This design comes from an exercise in tuning for small area, a short achievable clock period and few clock cycles on the open sky130 flow, not from production work.
The RTL was checked by simulation tests, not by an equivalence proof against the original design.

Design fwdkm_seq, start of the top module:
module fwdkm_seq #(
  parameter int unsigned NJ    = 3,
  parameter int unsigned ANG_W = 32,
  parameter int unsigned COS_W = 32,
  parameter int unsigned LEN_W = 16,
  parameter int unsigned ACC_W = 64
) (
  input  logic                 clk,
  input  logic                reset,
  input  logic                in_valid,
  output logic                in_ready,
  input  logic [ANG_W-1:0]    yaw_ang,
  input  logic [NJ*ANG_W-1:0] jnt_ang,
  input  logic [NJ*ANG_W-1:0] jnt_off,
  input  logic [NJ*LEN_W-1:0] link_len,
  input  logic [LEN_W-1:0]    base_h,
  output logic                cos_req_valid,
  input  logic                cos_req_ready,
  output logic [ANG_W-1:0]    cos_req_angle,
  input  logic                cos_rsp_valid,
  input  logic [COS_W-1:0]    cos_rsp_data,
  output logic                out_valid,
  input  logic                out_ready,
  output logic [ACC_W-1:0]    pos_x,
  output logic [ACC_W-1:0]    pos_y,
  output logic [ACC_W-1:0]    pos_z,
  output logic                busy
);
  localparam int unsigned RW = 50;
  localparam int unsigned PW = 51;
  localparam int unsigned ZW = 56;
  logic       occ_q;       
  logic       act_q;       
  logic       pend_q;      
  logic [2:0] q_q;         
  logic       outst_q;     
  logic       mac_v_q;     
  logic       mac_z_q;     
  logic       mac_b_q;     
  logic       mac_a_q;     
  logic       bpend_q;     
  logic       bbusy_q;     
  logic [2:0] bcnt_q;      
  logic       ov_q;        
  logic [31:0]   f0_q, s1_q, s2_q, yw_q, ra_q;
  logic [15:0]   l1_q, l2_q, bh_q;
  logic [31:0]   creg_q, c6_q, c7_q;
  logic [RW-1:0] x_q, y_q, ry_q, py_q;
  logic [ZW-1:0] pz_q, px_q;
  logic accept, req_fire, ans;
  logic [31:0] in_s0, in_s1, in_s2;    
  logic [2:0] rsp_k;
  logic [31:0] abase;
  assign in_ready = !occ_q;
  assign busy     = occ_q;
  assign accept   = in_valid && !occ_q;
  logic en_q, asel_q;
  assign abase         = asel_q ? f0_q : ra_q;
  ...
Settings: LEC_CHECK=0, CAP_MARGIN=20, CORE_MARGIN=5, CORE_UTILIZATION=40, CTS_BUF_LIST=sky130_fd_sc_hd__clkbuf_8, CTS_CLUSTER_DIAMETER=80, CTS_CLUSTER_SIZE=15, PLACE_DENSITY=0.75, SLEW_MARGIN=20, SYNTH_HIERARCHICAL=1, TNS_END_PERCENT=0; clock period 13.0 ns.
standard.sh (not shown) runs the stock make flow with config.mk's settings and CLKGATE_MAP_FILE= SYNTH_SCRIPT=/design/flow/synth_recipe.tcl, a recipe that flattens the netlist after the stock synthesis.
==> flow/flow/run.sh <==
#!/bin/bash
set -euo pipefail
bash standard.sh SETUP_SLACK_MARGIN=7.5 'BUFFER_PORTS_ARGS=-buffer_cell sky130_fd_sc_hd__buf_1' finish > standard_flow.log 2>&1
The first run produced a clean layout.
Testbench counts at the start, summed over its fixed seeds: cycles 3,144.
==> next run, changes <==
==> flow/flow/run.sh (replaced) <==
#!/bin/bash
set -euo pipefail
bash standard.sh SETUP_SLACK_MARGIN=8.5 'BUFFER_PORTS_ARGS=-buffer_cell sky130_fd_sc_hd__buf_1' finish > standard_flow.log 2>&1
--- a/flow/config.mk
+++ b/flow/config.mk
@@ -12,5 +12,4 @@
 export CTS_CLUSTER_DIAMETER = 80
 export CTS_CLUSTER_SIZE = 15
-export PLACE_DENSITY = 0.75
 export SLEW_MARGIN = 20
 export SYNTH_HIERARCHICAL = 1
The new run produced a clean layout. Count of clock-buffer cells in the layout shrinks by 3. Via count goes down by 1.0%.
==> next run, changes <==
==> flow/flow/run.sh (replaced) <==
#!/bin/bash
set -euo pipefail
bash standard.sh SETUP_SLACK_MARGIN=7.5 'BUFFER_PORTS_ARGS=-buffer_cell sky130_fd_sc_hd__buf_1' finish > standard_flow.log 2>&1
--- a/flow/config.mk
+++ b/flow/config.mk
@@ -8,5 +8,5 @@
 export CAP_MARGIN = 20
 export CORE_MARGIN = 5
-export CORE_UTILIZATION = 40
+export CORE_UTILIZATION = 55
 export CTS_BUF_LIST = sky130_fd_sc_hd__clkbuf_8
 export CTS_CLUSTER_DIAMETER = 80
Outcome: The changed run ran to the end with no violations. Utilization grows by 16 points. Synthesized area stays the same. Routed wire length fell by 3.1%. Register-to-register slack gets worse by 20 ps. Clock skew fell by 26 ps. Setup slack degrades by 19 ps.
==> next run, changes <==
--- a/flow/config.mk
+++ b/flow/config.mk
@@ -8,5 +8,5 @@
 export CAP_MARGIN = 20
 export CORE_MARGIN = 5
-export CORE_UTILIZATION = 55
+export CORE_UTILIZATION = 40
 export CTS_BUF_LIST = sky130_fd_sc_hd__clkbuf_8
 export CTS_CLUSTER_DIAMETER = 80
The changed run produced a clean layout.
Final cell count increases by 7.6%.
Count of clock-buffer cells in the layout rose by 3.
Global-route usage falls by 6.9 points.
Via count barely changes.
Clock skew goes up by 26 ps.


== beta ==
fwdkm_seq, a different RTL version from the one above (not shown whole).
Size in the first run: about 670 flip-flops, about 550 I/O pins.
export LEC_CHECK = 0
export CAP_MARGIN = 20
export CORE_MARGIN = 2
export CORE_UTILIZATION = 40
export CTS_BUF_LIST = sky130_fd_sc_hd__clkbuf_8
export CTS_CLUSTER_SIZE = 20
export SLEW_MARGIN = 20
export SYNTH_HIERARCHICAL = 1
create_clock -name core_clock -period 13.0 [get_ports {clk}]
==> flow/flow/run.sh <==
#!/bin/bash
set -euo pipefail
bash standard.sh SETUP_SLACK_MARGIN=7.5 'BUFFER_PORTS_ARGS=-buffer_cell sky130_fd_sc_hd__buf_1' finish > standard_flow.log 2>&1
Testbench counts of beta, summed over its fixed seeds: cycles 3,144.
## Diff of input files: epsilon against beta
==> flow/flow/run.sh <==
#!/bin/bash
set -euo pipefail
bash standard.sh SETUP_SLACK_MARGIN=7.5 finish > standard_flow.log 2>&1
diff --git a/flow/config.mk b/flow/config.mk
--- a/flow/config.mk
+++ b/flow/config.mk
@@ -9,6 +9,4 @@
 export CORE_MARGIN = 2
 export CORE_UTILIZATION = 40
-export CTS_BUF_LIST = sky130_fd_sc_hd__clkbuf_8
-export CTS_CLUSTER_SIZE = 20
 export SLEW_MARGIN = 20
 export SYNTH_HIERARCHICAL = 1
==> run notes <==
Changes observed in epsilon relative to beta: routed wire length picked up an extra about 3%; non-clock buffer count picked up an extra 71; number of buffers inserted by post-CTS setup repair picked up an extra 36; total buffers and inverters traversed by the critical path picked up an extra 1.
epsilon finished end to end and its layout was clean on timing, DRC and antenna.


Setup of 09-25:
Starting RTL as in the previous note.
clock: 13.0 ns
lec_check: 0
cap_margin: 20
core_margin: 5
core_utilization: 40
cts_buf_list: sky130_fd_sc_hd__clkbuf_8
cts_cluster_diameter: 80
cts_cluster_size: 15
slew_margin: 20
synth_hierarchical: 1
tns_end_percent: 0
==> flow/flow/run.sh <==
#!/bin/bash
set -euo pipefail
bash standard.sh SETUP_SLACK_MARGIN=7.0 'BUFFER_PORTS_ARGS=-buffer_cell sky130_fd_sc_hd__buf_1' finish > standard_flow.log 2>&1
Testbench counts of 09-25, summed over its fixed seeds: cycles 3,144.
Input changes introduced in 03-21 (baseline for comparison: 09-25):
==> flow/flow/run.sh <==
#!/bin/bash
set -euo pipefail
bash standard.sh SETUP_SLACK_MARGIN=7.5 'BUFFER_PORTS_ARGS=-buffer_cell sky130_fd_sc_hd__buf_1' finish > standard_flow.log 2>&1
Compared with 09-25, 03-21 shows via density per instance higher by about 0.9%. Diff 09-25..03-21 | total of endpoints with negative setup slack in the final report | negligible. As far as number of nets still failing antenna checks after routing is concerned, 09-25 and 03-21 perform about the same. When the final numbers for 03-21 and 09-25 were put side by side, the post-route worst setup slack turned out to be greater in 03-21. Compared 03-21 vs 09-25, and number of H-tree levels is down in 03-21.

what the ideal ports hide:
The results above use ideal ports. As a check the final layouts listed here were re-extracted and re-timed, cells and wires unchanged.
Step 1 (the two cells are an assumption about what drives the block):
set clk [get_ports {clk}]
set_driving_cell -lib_cell sky130_fd_sc_hd__clkbuf_16 $clk
set_driving_cell -lib_cell sky130_fd_sc_hd__buf_2 [delete_from_list [all_inputs] $clk]
Step 2 moves the port delays by t, midway between the first and last clock arrival at a register: inputs arrive t later, outputs are due t later. That takes back most of the time a late clock gives input paths.
a / b / c = no drivers / after step 1 / after step 2; a / b = the first two.
| run | t (ns) | slack for setup (ns) | worst setup path at the end |
|---|---|---|---|
| the first run of note 1 | 0.796 | 7.083 / 7.081 / 6.696 | input to register |
| the second run of note 1 | 0.861 | 7.123 / 7.055 / 6.882 | input to register |
| the third run of note 1 | 0.815 | 7.105 / 7.078 / 7.001 | input to register |
| the fourth run of note 1 | 0.861 | 7.123 / 7.055 / 6.882 | input to register |
| beta | 0.955 | 7.099 / 7.099 / 6.952 | input to register |
| epsilon | 0.784 | 7.106 / 7.106 / 6.820 | input to register |
| 09-25 | 0.860 | 7.077 / 7.052 / 6.747 | input to register |
| 03-21 | 0.846 | 7.091 / 7.014 / 6.913 | input to register |
After both steps setup and hold are still met in every run listed. The setup slack of the first run of note 1, which loses most, moves by -0.002 ns with the drivers and by -0.387 ns with both steps.
